From an optimization exercise on the open Yosys and OpenROAD flow, aimed at small area, a short achievable clock period and few clock cycles; shortcuts taken in it are not production practice. At most, simulation tests tie the RTL to the original design; equivalence was not proved. Only the layout flow was run in run 2; the RTL was not checked for function there. Power and IR drop assume default switching activity.

<file path="design/flow/run.sh">
#!/bin/bash
# synth_recipe.tcl (not shown) runs the flow's synth.tcl, then flattens the netlist and writes it again
# the make line also repeats each setting of config.mk as NAME=value (left out here)
make -C /OpenROAD-flow-scripts/flow DESIGN_CONFIG=/design/flow/config.mk WORK_HOME=/design/flow/orfs CLKGATE_MAP_FILE= SYNTH_SCRIPT=/design/flow/synth_recipe.tcl finish
</file>
<file path="design/flow/config.mk">
export PLATFORM = sky130hd
export DESIGN_NAME = raster_core_multirow
export DESIGN_NICKNAME = raster_core_multirow
export VERILOG_FILES = /design/flow/design.v
export SDC_FILE = /design/flow/constraint.sdc
export NUM_CORES = 4
export LEC_CHECK = 0
export ABC_AREA = 1
export CAP_MARGIN = 20
export CORE_MARGIN = 2
export CORE_UTILIZATION = 40
export SETUP_SLACK_MARGIN = 4.0
export SLEW_MARGIN = 20
</file>
<file path="design/flow/constraint.sdc">
create_clock -name core_clock -period 8.0 [get_ports {clk}]
set_input_delay 1.6000 -clock core_clock [delete_from_list [all_inputs] [get_ports {clk}]]
set_output_delay 1.6000 -clock core_clock [all_outputs]
set_load 0.01 [all_outputs]
</file>
<file path="design/flow/design.v">
module raster_core_multirow #(
   parameter int unsigned CORE_ID      = 3,
   parameter int unsigned NUM_ROWS     = 2,
   parameter int unsigned X_MAX        = 400,
   parameter int unsigned BRAM_LATENCY = 2,
   parameter logic [31:0] LAMBDA_ONE   = 32'h0001_0000,
   parameter int unsigned ADDR_W       = 10
) (
   input  logic              clk,
   input  logic              reset,
   input  logic              s_valid,
   input  logic [31:0]       s_data,
   output logic              s_ready,
   output logic              m_valid,
   input  logic              m_ready,
   output logic [15:0]       m_data,
   output logic              m_last,
   output logic              rch_en,
   output logic [ADDR_W-1:0] rch_addr,
   input  logic [31:0]       rch_data,
   output logic              wch_en,
   output logic [ADDR_W-1:0] wch_addr,
   output logic [31:0]       wch_data
);
   localparam int unsigned NPIX     = NUM_ROWS * X_MAX;
   localparam int unsigned ROW_BASE = CORE_ID * NUM_ROWS;
   localparam int unsigned JSH      = 5;             
   localparam int unsigned NW       = 32 + JSH + 1;  
   typedef enum logic [2:0] {
      M_RX,
      M_PREP,
      M_RAST,
      M_DRAIN
   } mstate_t;
   typedef enum logic [1:0] {
      E_IDLE,
      E_CLEAR,
      E_WB
   } estate_t;
   mstate_t           ms_q;
   estate_t           es_q;
   logic [3:0]        wcnt_q;
   logic              sw_q;     
   logic              swp_q;    
   logic [2:0]        a0_q, a1_q;   
   logic [1:0]        az_q;     
   logic              f6_q, f7_q, row_q, wbq_q;
   logic [11:0]       id_q;
   logic [31:0]       l0_q, l1_q, dx0_q, dx1_q, r0_q, r1_q;
   logic [15:0]       z_q, rz_q;
   logic [16:0]       dz_q;     
   logic [31-JSH:0]   dxs_q;    
   logic [8:0]        x_q;
   logic [ADDR_W-1:0] ra_q, need_q;
   logic              v2_q, v3_q;
   logic [15:0]       zp1_q, zp2_q, zp3_q;
   logic [ADDR_W-1:0] a2_q, a3_q;
   logic              m_valid_q, m_last_q;
   logic [12:0]       m_data_q;
   logic              rch_en_q, wch_en_q;
   logic [ADDR_W-1:0] rch_addr_q, wch_addr_q;
   logic [15:0]       wch_z_q;
   logic              wch_id_q;    
   assign m_valid  = m_valid_q;
   assign m_data   = {3'(ROW_BASE >> 1), m_data_q};
   assign m_last   = m_last_q;
   assign rch_en   = rch_en_q;
   assign rch_addr = rch_addr_q;
   assign wch_en   = wch_en_q;
   assign wch_addr = wch_addr_q;
   assign wch_data = {4'b0, wch_id_q ? id_q : 12'b0, wch_z_q};
   logic              acc, prep_swap, in_rast;
   logic [31:0]       sum0, sum1;
   logic [15:0]       sumz;
   logic [NW-1:0]     n0, n1;
   logic [15:0]       nz;
   logic [31:0]       ns_s, ns_k;
   logic              fit0, fit1, neg0, neg1, sg0, sg1, ns_big;
   logic              cov, lbig, skip, jump, x_end;
   logic              step, issue, trans, wb_drop, wb_take;
   logic [ADDR_W-1:0] pix_addr;
   logic              eng_free, s_ready_d, s_ready_q, clr, stall, fresh, rw, clr_adv;
   logic              f1_q, f2_q, f3_q;   
   function automatic logic [32:0] add33(input logic [32:0] a, input logic [32:0] b,
                                         input logic ci);
      logic [32:0] p, g, pp, gg, gn, pn;
      p = a ^ b;
      g = a & b;
      g[0] = g[0] | (p[0] & ci);
      pp = p;
      gg = g;
      for (int d = 1; d < 33; d = d * 2) begin
         gn = gg;
         pn = pp;
         for (int i = 0; i < 33; i++) begin
            if ((i / d) % 2 == 1) begin
               gn[i] = gg[i] | (pp[i] & gg[(i / d) * d - 1]);
               pn[i] = pp[i] & pp[(i / d) * d - 1];
            end
         end
         gg = gn;
         pp = pn;
      end
      add33 = p ^ {gg[31:0], ci};
   endfunction
   function automatic logic cout16(input logic [15:0] g, input logic [15:0] p);
      logic [15:0] gg, pp, gn, pn;
      gg = g;
      pp = p;
      for (int d = 1; d < 16; d = d * 2) begin
         gn = gg;
         pn = pp;
         for (int i = 0; i < 16; i++) begin
            if ((i / d) % 2 == 1) begin
               gn[i] = gg[i] | (pp[i] & gg[(i / d) * d - 1]);
               pn[i] = pp[i] & pp[(i / d) * d - 1];
            end
         end
         gg = gn;
         pp = pn;
      end
      cout16 = gg[15];
   endfunction
   function automatic logic gt_one(input logic [31:0] a, input logic [31:0] b);
      logic [15:0] al, bl, ah, bh, g, p;
      logic        c, zl, zh, eh;
      al = a[15:0];
      bl = b[15:0];
      ah = a[31:16];
      bh = b[31:16];
      g = al & bl;
      p = al | bl;
      c = cout16(g, p);
      zl = !(al[0] ^ bl[0]);
      for (int i = 1; i < 16; i++)
         zl = zl && ((al[i] ^ bl[i]) == (al[i-1] | bl[i-1]));
      zh = (ah[0] ^ bh[0]) == c;
      eh = ((ah[0] ^ bh[0]) != (al[15] | bl[15])) &&
           ((ah[1] ^ bh[1]) == (ah[0] & bh[0]));
      for (int i = 1; i < 16; i++)
         zh = zh && ((ah[i] ^ bh[i]) == (ah[i-1] | bh[i-1]));
      for (int i = 2; i < 16; i++)
         eh = eh && ((ah[i] ^ bh[i]) == (ah[i-1] | bh[i-1]));
      gt_one = !(zh || (zl && eh));
   endfunction
   function automatic logic [63:0] csa3(input logic [31:0] a, input logic [31:0] b,
                                        input logic [31:0] d);
      csa3 = {a ^ b ^ d, (a[30:0] & b[30:0]) | (a[30:0] & d[30:0]) | (b[30:0] & d[30:0]), 1'b0};
   endfunction
   function automatic logic sum_le_one(input logic [30:0] a, input logic [30:0] b);
      logic [15:0] al, bl, g, p;
      logic [14:0] ah, bh;
      logic        c, zl, az, bz;
      al = a[15:0];
      bl = b[15:0];
      ah = a[30:16];
      bh = b[30:16];
      g = al & bl;
      p = al | bl;
      c = cout16(g, p);
      zl = !(al[0] ^ bl[0]);
      for (int i = 1; i < 16; i++)
         zl = zl && ((al[i] ^ bl[i]) == (al[i-1] | bl[i-1]));
      az = ah[14:1] == '0;
      bz = bh[14:1] == '0;
      sum_le_one = az && bz && (
         (!ah[0] && !bh[0] && !c) ||
         (zl && (al[15] | bl[15]) && !ah[0] && !bh[0]) ||
         (zl && al == '0 && bl == '0 && (ah[0] ^ bh[0])));
   endfunction
   function automatic logic [2:0] blk_step(input logic [31:0] c, input logic [31:0] dx);
      logic [25:0] a, b, g, p, gn, pn;
      logic [6:0]  t0, t1, st;
      logic        cy;
      a = c[30:5];
      b = dx[25:0];
      g = a & b;
      p = a ^ b;
      for (int d = 1; d < 26; d = d * 2) begin
         gn = g;
         pn = p;
         for (int i = 0; i < 26; i++) begin
            if ((i / d) % 2 == 1) begin
               gn[i] = g[i] | (p[i] & g[(i / d) * d - 1]);
               pn[i] = p[i] & p[(i / d) * d - 1];
            end
         end
         g = gn;
         p = pn;
      end
      cy = g[25];
      t0 = {dx[31], dx[31:26]} - {6'b0, c[31]};
      t1 = t0 + 7'd1;
      st = cy ? t1 : t0;
      blk_step = {st == '0 || st == '1, st[6], st[0]};
   endfunction
   always_comb begin
      acc       = s_valid && s_ready_d;
      prep_swap = swp_q;
      in_rast   = ms_q == M_RAST;
      sum0 = 32'(add33(33'(l0_q), 33'(dx0_q), 1'b0));
      sum1 = 32'(add33(33'(l1_q), 33'(dx1_q), 1'b0));
      sumz = 16'(add33(33'(z_q), 33'(prep_swap ? dz_q[16:1] : dz_q[15:0]), 1'b0));
      lbig = !sum_le_one(l0_q[30:0], l1_q[30:0]);
      cov  = !l0_q[31] && !l1_q[31] && !lbig;
      n0 = {add33({{(JSH+1){l0_q[31]}}, l0_q[31:JSH]}, {dx0_q[31], dx0_q}, 1'b0),
            l0_q[JSH-1:0]};
      n1 = {add33({{(JSH+1){l1_q[31]}}, l1_q[31:JSH]}, {dx1_q[31], dx1_q}, 1'b0),
            l1_q[JSH-1:0]};
      nz = {11'(add33(33'(z_q[15:JSH]), 33'(dz_q[15-JSH:0]), 1'b0)), z_q[JSH-1:0]};
      {ns_s, ns_k} = csa3(l0_q, l1_q, {dxs_q, JSH'(0)});
      {fit0, neg0, sg0} = blk_step(l0_q, dx0_q);
      {fit1, neg1, sg1} = blk_step(l1_q, dx1_q);
      ns_big = gt_one(ns_s, ns_k);
      skip = (l0_q[31] && fit0 && neg0) ||
             (l1_q[31] && fit1 && neg1) ||
             (!l0_q[31] && !l1_q[31] && lbig && fit0 && fit1 && !sg0 && !sg1 && ns_big);
      x_end    = x_q >= 9'(X_MAX);
      jump     = in_rast && !x_end && skip;
      step     = in_rast && !x_end && !skip && !stall;
      issue    = step && cov;
      trans    = in_rast && x_end && !row_q && f7_q;
      pix_addr = row_q ? ADDR_W'(x_q) + ADDR_W'(X_MAX) : ADDR_W'(x_q);
      clr      = es_q == E_CLEAR;
      stall    = clr && cov && pix_addr > ra_q;
      fresh    = clr && pix_addr == ra_q;
      eng_free = es_q != E_WB && !wbq_q;
      wb_drop  = es_q == E_WB && v3_q && m_valid_q && !m_ready;
      rw       = v3_q && es_q != E_WB;           
      clr_adv  = clr && (!v3_q || (issue && fresh));
      wb_take  = es_q == E_WB && v3_q && !wb_drop;
      s_ready_d = s_ready_q;
   end
   logic unused_d;
   assign unused_d = ^{rch_data[31:28], s_data[19:13]};
   mstate_t           ms_n;
   logic [3:0]        wcnt_n;
   logic              wbq_n;
   always_comb begin
      ms_n   = ms_q;
      wcnt_n = wcnt_q;
      case (ms_q)
         M_RX: begin
            if (acc) begin
               wcnt_n = wcnt_q == 4'd9 ? 4'd0 : wcnt_q + 4'd1;
               if (wcnt_q == 4'd9 && (f6_q || f7_q))
                  ms_n = M_PREP;
            end
         end
         M_PREP:  if (sw_q && eng_free) ms_n = M_RAST;
         M_RAST:  if (x_end && !(!row_q && f7_q))
                     ms_n = (!rch_en_q && !v2_q) ? M_RX : M_DRAIN;
         default: if (!rch_en_q && !v2_q) ms_n = M_RX;    
      endcase
      wbq_n = wbq_q;
      if (es_q == E_IDLE && wbq_q)
         wbq_n = 1'b0;
      if (acc && wcnt_q == 4'd0 && s_data[12] && !(es_q == E_IDLE && !wbq_q))
         wbq_n = 1'b1;
   end
   assign s_ready = s_ready_q;
   always_ff @(posedge clk) begin
      if (acc && wcnt_q == 4'd0) begin
         id_q <= s_data[31:20];
         f6_q <= !s_data[12] && s_data[5:0] <= 6'(ROW_BASE) &&
                 s_data[11:6] >= 6'(ROW_BASE);
         f7_q <= !s_data[12] && s_data[5:0] <= 6'(ROW_BASE + 1) &&
                 s_data[11:6] >= 6'(ROW_BASE + 1);
      end
      if (trans || (acc && wcnt_q == 4'd3))      l0_q <= r0_q;
      else if (jump)                              l0_q <= n0[31:0];
      else if (a0_q != '0 || step)               l0_q <= sum0;
      if (trans || (acc && wcnt_q == 4'd5))      l1_q <= r1_q;
      else if (jump)                              l1_q <= n1[31:0];
      else if (a1_q != '0 || step)               l1_q <= sum1;
      if (trans || (acc && wcnt_q == 4'd8))      z_q  <= rz_q;
      else if (jump)                              z_q  <= nz;
      else if (az_q != '0 || step)               z_q  <= sumz;
      if (acc && (wcnt_q == 4'd1 || wcnt_q == 4'd3)) r0_q <= s_data;
      else if (prep_swap)                         r0_q <= sum0;
      if (acc && (wcnt_q == 4'd2 || wcnt_q == 4'd5)) r1_q <= s_data;
      else if (prep_swap)                         r1_q <= sum1;
      if (acc && (wcnt_q == 4'd7 || wcnt_q == 4'd8)) rz_q <= s_data[15:0];
      else if (prep_swap)                         rz_q <= sumz;
      if (acc && wcnt_q == 4'd4)                 dx0_q <= s_data;
      else if (prep_swap)                         dx0_q <= r0_q;
      if (acc && wcnt_q == 4'd6)                 dx1_q <= s_data;
      else if (prep_swap)                         dx1_q <= r1_q;
      if (acc && wcnt_q == 4'd9)                 dz_q  <= {s_data[15:0], 1'b0};
      else if (prep_swap)                         dz_q  <= {1'b0, rz_q};
      if (ms_q == M_PREP && sw_q && eng_free) begin
         row_q <= 1'b0;
         x_q   <= f6_q ? 9'd0 : 9'(X_MAX);
      end else if (trans) begin
         row_q <= 1'b1;
         x_q   <= '0;
      end else if (jump) begin
         x_q   <= x_q + 9'(1 << JSH);
      end else if (step) begin
         x_q   <= x_q + 9'd1;
      end
      dxs_q <= (32-JSH)'(add33(33'(dx0_q), 33'(dx1_q), 1'b0));
      zp1_q <= z_q;
      zp2_q <= zp1_q;
      zp3_q <= zp2_q;
      a2_q  <= rch_addr_q;
      a3_q  <= a2_q;
      rch_addr_q <= es_q != E_WB ? pix_addr : (wb_drop ? need_q : ra_q);
      wch_addr_q <= rw ? a3_q : (es_q == E_WB ? need_q : ra_q);
      wch_z_q  <= rw ? zp3_q : '0;
      wch_id_q <= rw && (!f3_q || zp3_q != '0);
      f1_q     <= issue && fresh;
      f2_q     <= f1_q;
      f3_q     <= f2_q;
      if (wb_take) begin
         m_data_q <= {need_q >= ADDR_W'(X_MAX), rch_data[27:16]};
         m_last_q <= need_q == ADDR_W'(NPIX - 1);
      end
   end
   always_ff @(posedge clk) begin
      if (reset) begin
         ms_q      <= M_RX;
         es_q      <= E_CLEAR;
         wcnt_q    <= '0;
         sw_q      <= 1'b0;
         swp_q     <= 1'b0;
         a0_q      <= '0;
         a1_q      <= '0;
         az_q      <= '0;
         s_ready_q <= 1'b1;
         wbq_q     <= 1'b0;
         ra_q      <= '0;
         need_q    <= '0;
         v2_q      <= 1'b0;
         v3_q      <= 1'b0;
         m_valid_q <= 1'b0;
         rch_en_q  <= 1'b0;
         wch_en_q  <= 1'b0;
      end else begin
         v2_q     <= rch_en_q && !wb_drop;
         v3_q     <= v2_q && !wb_drop;
         rch_en_q <= issue;
         wch_en_q <= rw && (f3_q || zp3_q > rch_data[15:0]);
         ms_q      <= ms_n;
         wcnt_q    <= wcnt_n;
         wbq_q     <= wbq_n;
         s_ready_q <= ms_n == M_RX && !(wcnt_n == 4'd0 && wbq_n);
         sw_q <= ms_q == M_PREP && (sw_q || prep_swap);
         swp_q <= ms_n == M_PREP && !(ms_q == M_PREP && (sw_q || prep_swap)) &&
                  a0_q <= 3'd1 && a1_q <= 3'd1 && az_q <= 2'd1 &&
                  !(acc && (wcnt_q == 4'd4 || wcnt_q == 4'd6 || wcnt_q == 4'd9));
         if (acc && wcnt_q == 4'd4)
            a0_q <= 3'd6;
         else if (a0_q != '0)
            a0_q <= a0_q - 3'd1;
         if (acc && wcnt_q == 4'd6)
            a1_q <= 3'd6;
         else if (a1_q != '0)
            a1_q <= a1_q - 3'd1;
         if (acc && wcnt_q == 4'd9)
            az_q <= 2'd3;
         else if (az_q != '0)
            az_q <= az_q - 2'd1;
         if (m_valid_q && m_ready)
            m_valid_q <= 1'b0;
         case (es_q)
            E_CLEAR: begin
               if (!v3_q && !(issue && fresh))
                  wch_en_q <= 1'b1;
               if (clr_adv) begin
                  if (ra_q == ADDR_W'(NPIX - 1)) begin
                     ra_q <= '0;
                     es_q <= E_IDLE;
                  end else begin
                     ra_q <= ra_q + ADDR_W'(1);
                  end
               end
            end
            E_WB: begin
               if (wb_drop) begin
                  rch_en_q <= 1'b1;
                  ra_q     <= need_q + ADDR_W'(1);
               end else begin
                  if (v3_q) begin
                     m_valid_q <= 1'b1;
                     wch_en_q  <= 1'b1;
                     need_q    <= need_q + ADDR_W'(1);
                     if (need_q == ADDR_W'(NPIX - 1)) begin
                        ra_q   <= '0;
                        need_q <= '0;
                        es_q   <= E_IDLE;
                     end
                  end
                  if (ra_q < ADDR_W'(NPIX)) begin
                     rch_en_q <= 1'b1;
                     ra_q     <= ra_q + ADDR_W'(1);
                  end
               end
            end
            default: begin    
               if (wbq_q)
                  es_q <= E_WB;
            end
         endcase
         if (acc && wcnt_q == 4'd0 && s_data[12] && es_q == E_IDLE && !wbq_q)
            es_q <= E_WB;
      end
   end
endmodule
</file>
==> flow_summary_export.csv, run 1 <==
group,metric,value,unit
route,routed_wl,81200,um
sta,worstMarginPinSlew,991,ps
logic_synthesis,synth-main-ff-cell,"edfxtp_1",
logic_synthesis,synthArstFlopShare,0,%
worst_setup_path,path_cells,"clkdlybuf4s50_1 > nand2_1 > nor3_4 > inv_4 > o21ai_1 > buf_6 > inv_1 > buf_4 > nand2_8 > o21ai_2 > inv_2",
logic_synthesis,yosysSeqAreaShare,41.5,%
worst_setup_path,path_buf_inv,6,
sta,grt_setup_unrepaired,"false",
route,drt_iter0_markers,1752,
grt,gr-usage-met2,35.6,%
route,ant_nets,0,
placement,gp_congestion,0.897,
worst_setup_path,required,8300,ps
worst_setup_path,cp.arrival,4200,ps
layout,antenna_cells,0,
logic_synthesis,synth_area,28900,um2
worst_setup_path,cp_slowest_cell,"clkdlybuf4s50_1",
layout,finalNetCount,3901,
sta,setup_slack,4100,ps
sta,hold_viol,0,
clock_network,clock_latency,590,ps
layout,fin_area,33900,um2
power,power_density,362,nW/um2
grt,grt_max_degree,45,
sta,period_needed,3900,ps
placement,dp_hpwl,59900,um
worst_hold_path,hold_path.class,"reg -> reg",
grt,grt_antenna_before_repair,0,
placement,port_buffers,129,
floorplanning,die_h,273,um
layout,drive_above_1_share,8.75,%
layout,utilization,47.5,%
floorplanning,die-width,273,um
power,p_leak,0.0152,uW
logic_synthesis,synth_top_area_share,28.8,%
floorplanning,start_util,40.4,%
clock_network,ctsHtreeMaxLevel,2,
grt,overflow,0,
clock_network,cts.sinks,460,
sta,max-slew-margin-rel,33.7,%
worst_setup_path,crit_fanout,36,
grt,grt_busiest_layer,"met2",
logic_synthesis,syn_inst,3285,
outcome,status,"finished clean",
sta,min_period_over_period,48.8,%
logic_synthesis,synth_seq_cells,460,
grt,grtUsageMet1,29.4,%
layout,area_delta_synth_final,17.6,%
power,finalPower,12300,uW
sta,tns,0,ps
logic_synthesis,yosys_warnings,1,
sta,skew,12.3,ps
worst_setup_path,crit_type,"in -> reg",
logic_synthesis,avgSynthCellArea,8.78,um2
grt,grt_first_pass_wirelength,124000,um
layout,final_cell_mix,"673 x nand2_1, 458 x inv_1, 283 x ha_1, 277 x edfxtp_1, 236 x o21ai_0",
floorplanning,num_rows,98,
grt,grt_pass1_vias,21900,
route,dr.pass1.iters,6,
floorplanning,core,71500,um2
grt,gr-usage-met3,2.51,%
worst_setup_path,crit_path_start_kind,"input pin",
floorplanning,io_pins,141,
layout,final_common_cell,"nand2_1",
job,drv_cap,0,
worst_setup_path,cp-end-kind,"flop",
clock_network,cts.clk_slew.worst_paths,60,ps
sta,final_max_slew_viol_count,0,
clock_network,cts_buffer_depth,3,
logic_synthesis,synth_edf_count,277,
clock_network,cts_made_buffers,49,
placement,pre_cts_slack,2370,ps
clock_network,root_buffer,"clkbuf_16",
placement,place_area,31200,um2
route,routed-via-count,23100,
clock_network,tritoncts,"yes",
worst_setup_path,cpPeakStageDelay,450,ps
logic_synthesis,synth_top_cell_by_area,"edfxtp_1",
logic_synthesis,ys_types,62,
route,vias_per_cell,5.16,
sta,setup_violations,0,
worst_setup_path,crit_family,"buffers and inverters",
power,peakVddDrop,0.000153,V
route,remaining_drc_errors,0,
sta,fmax,0.256,GHz
floorplanning,dieArea,74300,um2
grt,grt_usage,21.5,%
logic_synthesis,yosys-top-cells-area,"edfxtp_1 29%, dfxtp_1 13%, ha_1 12%, nand2_1 8.9%, inv_1 6.1%",
route,wire_per_inst,18.2,um
-- path summary, 6_finish.rpt --
check | startpoint | to | slack [ps] | cells after the start
max | s_valid | l0_q[0] | 4100 | 11
min | f2_q | f3_q | 320 | 0
max reg2reg | l1_q[0] | es_q[1] | 4120 | 21
min reg2reg | f2_q | f3_q | 320 | 0
-- stage by stage --
| step | hold WS [ps] | cells |
|---|---|---|
| 2_1_floorplan | 310 | 3290 |
| 3_5_place_dp | 312 | 4310 |
| 3_3_place_gp | 310 | 4310 |
| 6_report | 322 | 4472 |
| 5_1_grt | 328 | 4472 |
| 4_1_cts | 324 | 4433 |
-- kinds of logic after synthesis --
family / after synthesis / share of synthesized area, %
AOI/OAI and AO/OA: 578 / 11.7
adders and majority gates: 349 / 16.7
other: 2 / 0.0260
and+or+nand+nor: 1148 / 16.8
DFF: 460 / 41.5
buffers and inverters: 564 / 7.64
xor gates and xnor gates: 184 / 5.58
-- registers in the layout, summed over array words and instances, names as in the netlist, 12 cells and up --
name and cells:
dx0_q 32, dx1_q 32, l0_q 32, l1_q 32, r0_q 32, r1_q 32
dxs_q 27, dz_q 17, rz_q 16, wch_z_q 16, z_q 16, zp1_q 16
zp2_q 16, zp3_q 16, m_data_q 13, id_q 12
-- per-layer routing --
metal / vias up / part of all wire, %
met5: - / 0
met2: 598 / 47
met4: 0 / 2.7
met3: 126 / 5.5
met1: 11000 / 45
li1: 11400 / -
-- area by class of cell --
class	count	area (um2)
tap	950	1190
sequential	460	12000
fill	6801	37600
inverter	487	1910
clock inverter	24	256
timing repair buffer	216	2080
clock buffer	65	1380
multi-input combinational	2270	15100
-- Yosys cell counts, drive strengths merged, types with 61 or more instances --
master,number
edfxtp,277
nand2,715
xnor2,67
dfxtp,183
a21oi,160
xor2,117
o21ai,253
nand3,128
ha,288
inv,479
nor2,215
fa,61
-- what timing repair did --
| action | CTS | global route |
|---|---|---|
| resized for setup | 55 | 68 |
| pin swaps | 11 | 22 |
| setup endpoints to repair | 222 | 209 |
| setup buffers | 32 | 36 |
| hold buffers | 0 | 0 |
| gates cloned | 2 | 3 |
-- power breakdown --
part	internal (uW)	switching (uW)	total, uW	leakage (uW)
logic	2590	3530	6120	0.0103
clock network	1370	975	2350	0.000808
registers	3320	494	3810	0.00411
Testbench counts, summed over its fixed seeds: cycles 84,243.
==> inputs of run 2 (changes only) <==
--- a/design/flow/design.v
+++ b/design/flow/design.v
@@ -267,13 +267,13 @@
          f7_q <= !s_data[12] && s_data[5:0] <= 6'(ROW_BASE + 1) &&
                  s_data[11:6] >= 6'(ROW_BASE + 1);
       end
-      if (trans || (acc && wcnt_q == 4'd3))      l0_q <= r0_q;
+      if (trans || wcnt_q == 4'd3)               l0_q <= r0_q;
       else if (jump)                              l0_q <= n0[31:0];
       else if (a0_q != '0 || step)               l0_q <= sum0;
-      if (trans || (acc && wcnt_q == 4'd5))      l1_q <= r1_q;
+      if (trans || wcnt_q == 4'd5)               l1_q <= r1_q;
       else if (jump)                              l1_q <= n1[31:0];
       else if (a1_q != '0 || step)               l1_q <= sum1;
-      if (trans || (acc && wcnt_q == 4'd8))      z_q  <= rz_q;
+      if (trans || wcnt_q == 4'd8)               z_q  <= rz_q;
       else if (jump)                              z_q  <= nz;
       else if (az_q != '0 || step)               z_q  <= sumz;
       if (acc && (wcnt_q == 4'd1 || wcnt_q == 4'd3)) r0_q <= s_data;
==> run 2 against run 1 <==
Global-route usage is 1.1 points higher. Die area hardly changed. First-iteration DRC count is 18% higher. Largest power group unchanged. Routed wire length is 5.0% higher. Critical path depth is 10 higher. Synthesized area hardly changed. Sequential power is 3% lower. Synthesized cell count is 0.24% higher. Fmax is 0.13% lower. Still clean. Non-clock buffer count is 30 higher.
==> flow_summary_export.csv, run 2 <==
group,metric,value,unit
layout,area_delta_synth_final,19.3,%
power,p_leak,0.0154,uW
placement,dp_hpwl,60900,um
worst_setup_path,crit_type,"reg -> reg",
floorplanning,die-width,273,um
worst_setup_path,rr_worst_depth,21,
grt,grt_pass1_vias,22100,
floorplanning,die_h,273,um
route,drt_iter0_markers,2059,
sta,worstMarginPinSlew,1050,ps
sta,final_max_slew_viol_count,0,
sta,period_needed,3910,ps
logic_synthesis,syn_inst,3293,
grt,grt_max_degree,69,
logic_synthesis,synth_top_area_share,28.8,%
layout,final_cell_mix,"691 x nand2_1, 449 x inv_1, 277 x edfxtp_1, 273 x ha_1, 227 x o21ai_0",
sta,min_period_over_period,48.8,%
logic_synthesis,avgSynthCellArea,8.77,um2
clock_network,clock_latency,620,ps
logic_synthesis,synth_edf_count,277,
route,remaining_drc_errors,0,
floorplanning,core,71500,um2
worst_setup_path,crit_fanout,7,
route,dr.pass1.iters,8,
worst_setup_path,cp.arrival,4230,ps
worst_setup_path,rr_startpoint,"l0_q[7]",
worst_hold_path,hold_path.class,"reg -> reg",
clock_network,cts.sinks,460,
layout,final_common_cell,"nand2_1",
floorplanning,dieArea,74400,um2
grt,overflow,0,
clock_network,cts_buffer_depth,3,
worst_setup_path,crit_path_start_kind,"flop",
grt,grt_antenna_before_repair,2,
worst_setup_path,reg2reg_slack,4090,ps
sta,grt_setup_unrepaired,"true",
logic_synthesis,synth_most_common_cell,"nand2_1",
clock_network,ctsHtreeMaxLevel,2,
floorplanning,start_util,40.4,%
layout,utilization,48.2,%
route,routed-via-count,23400,
logic_synthesis,yosysSeqAreaShare,41.5,%
grt,grt_first_pass_wirelength,129000,um
clock_network,root_buffer,"clkbuf_16",
sta,skew,15.8,ps
grt,grt_usage,22.6,%
layout,drive_above_1_share,9.79,%
worst_setup_path,cp-end-kind,"flop",
logic_synthesis,yosys_warnings,1,
worst_hold_path,holdPathEnd,"a3_q[8]",
outcome,status,"finished clean",
sta,tns,0,ps
clock_network,tritoncts,"yes",
route,wire_per_inst,18.9,um
sta,setup_violations,0,
worst_hold_path,min_path_cells,0,
logic_synthesis,synth-main-ff-cell,"edfxtp_1",
floorplanning,io_pins,141,
placement,gp_congestion,0.937,
worst_setup_path,r2r-end,"l0_q[7]",
logic_synthesis,synthArstFlopShare,0,%
logic_synthesis,yosys-top-cells-area,"edfxtp_1 29%, dfxtp_1 13%, ha_1 12%, nand2_1 9.2%, inv_1 6.1%",
logic_synthesis,synthTopCellsByCount,"707 x nand2_1, 467 x inv_1, 288 x ha_1",
sta,fmax,0.256,GHz
job,drv_cap,0,
logic_synthesis,synth_area,28900,um2
worst_hold_path,hold_start,"a2_q[8]",
route,routed_wl,85300,um
layout,fillers,6780,
power,power_density,364,nW/um2
worst_setup_path,required,8320,ps
logic_synthesis,synth_seq_cells,460,
clock_network,cts_made_buffers,51,
clock_network,holdBufCountCts,0,
route,ant_nets,0,
sta,max-slew-margin-rel,30.2,%
logic_synthesis,ys_types,59,
route,vias_per_cell,5.18,
sta,hold_viol,0,
clock_network,cts.clk_slew.worst_paths,60,ps
placement,port_buffers,129,
logic_synthesis,synth_top_cell_by_area,"edfxtp_1",
power,peakVddDrop,0.000161,V
floorplanning,num_rows,98,
layout,finalNetCount,3940,
-- run 2: cell count changes in the layout (fill, tap and decap cells not counted), sizes merged, moves of 3 or more --
cell / previous run / this run
a31oi: 22 / 25
buf: 86 / 116
bufinv: 5 / 2
clkbuf: 66 / 75
inv: 483 / 477
nand2: 717 / 728
nand3: 130 / 139
nor2: 215 / 204
nor3: 24 / 30
o21a: 2 / 9
o21ai: 253 / 242
or2: 12 / 9
-- run 2: per-stage QoR --
stage	hold WS, ps	worst slack (ps)	area, um2	cells	power [uW]
final	319	4090	34500	4518	12500
after global routing	321	3940	34500	4517	13500
after CTS	318	3990	33700	4477	12100
after detailed placement	312	2670	31200	4323	9240
after global placement	310	2600	31200	4323	9140
after floorplan	310	4040	28900	3298	7770
-- run 2: area by class of cell --
type / count / area (um2) / share of cell area [%]
repair inverters: 1 / 7.51 / 0.0218
well taps: 950 / 1190 / 3.45
diodes: 2 / 5.00 / 0.0145
multi-input cells: 2281 / 15300 / 44.5
inverters: 482 / 1870 / 5.43
flip-flops and latches: 460 / 12000 / 34.8
repair buffers: 246 / 2360 / 6.85
clock buffers: 75 / 1530 / 4.44
clock inverters: 21 / 191 / 0.555
-- run 2: what timing repair did --
action                                  in CTS  in global routing
endpoints found under the hold margin        0                  0
setup buffers                               54                 37
endpoints found under the setup margin     192                224
gates resized for setup                     66                 99
pin swaps                                   18                 56
cloned                                       4                  2
-- run 2: worst max-delay path by stage --
stage | from | endpoint | slack [ps] | cells past startpoint
2_1_floorplan | s_valid | dx0_q[0] | 4040 | 7
3_3_place_gp | l0_q[11] | l1_q[6] | 2600 | 18
3_5_place_dp | l0_q[11] | l1_q[5] | 2670 | 18
4_1_cts | dx0_q[0] | l0_q[6] | 3990 | 27
5_1_grt | l1_q[11] | l0_q[21] | 3940 | 24
6_report | l0_q[7] | l0_q[7] | 4090 | 21
-- run 2: critical path: stages, from the launching register on --
cell        delay, ps
edfxtp_1          470
inv_2             140
fa_2              480
ha_4              240
nand2_2            70
o21ai_2            50
a211oi_1          210
nand3_1           130
nor2_1            120
nand3_1           120
nand2_4           130
nand2_4            70
nand2_2            70
nor2_2             30
nand3_2            90
nand3_4           120
buf_6             150
nor2_4            190
clkinvlp_4        210
nand3_4           200
buf_6             150
buf_16            150
-- run 2: kinds of logic after synthesis --
| kind of cell | after synthesis | synth area share (%) |
|---|---|---|
| other | 2 | 0.0260 |
| DFF | 460 | 41.5 |
| adders and majority gates | 349 | 16.7 |
| buffers and inverters | 559 | 7.63 |
| xor gates and xnor gates | 187 | 5.67 |
| and+or+nand+nor | 1162 | 16.8 |
| AOI/OAI and AO/OA | 574 | 11.7 |
-- run 2: layer usage --
layer,share of wire [%],global-route usage [%],up-vias
li1,-,-,11500
met4,3.8,8.73,0
met2,44,34.9,757
met5,0,0,-
met3,7.3,4.08,142
met1,45,31.3,11000
-- run 2: power by group --
group          leakage, uW  switching, uW  internal [uW]
registers          0.00411            424           3290
clock network     0.000847           1030           1400
logic               0.0104           3610           2780

[separate check: timing with driven ports]
How much do the figures lean on ideal ports? The routed layouts below were timed once more, with nothing changed but the port constraints. Step 1, drivers: a clkbuf_16 drives clk and a buf_2 each remaining input, both assumed. Step 2 adds t to the input delays and takes it off the output delays; t is the mean of the earliest and latest rising clock arrival at the registers after step 1. Input paths then give back, and output paths get back, about the clock's delay inside the block. a / b / c = ideal / step 1 / step 2; a / b = the first two.
| run | shift t [ns] | setup WS [ns] | hold slack, ns |
|---|---|---|---|
| run 1 | 0.649 | 4.099 / 4.097 / 3.478 | 0.322 / 0.322 / 0.322 |
| run 2 | 0.665 | 4.093 / 4.093 / 3.499 | 0.319 / 0.319 / 0.319 |
After both steps setup and hold are still met in every run listed. For run 1, which loses most, drivers alone change the setup slack by -0.002 ns; drivers and shift together by -0.621 ns.
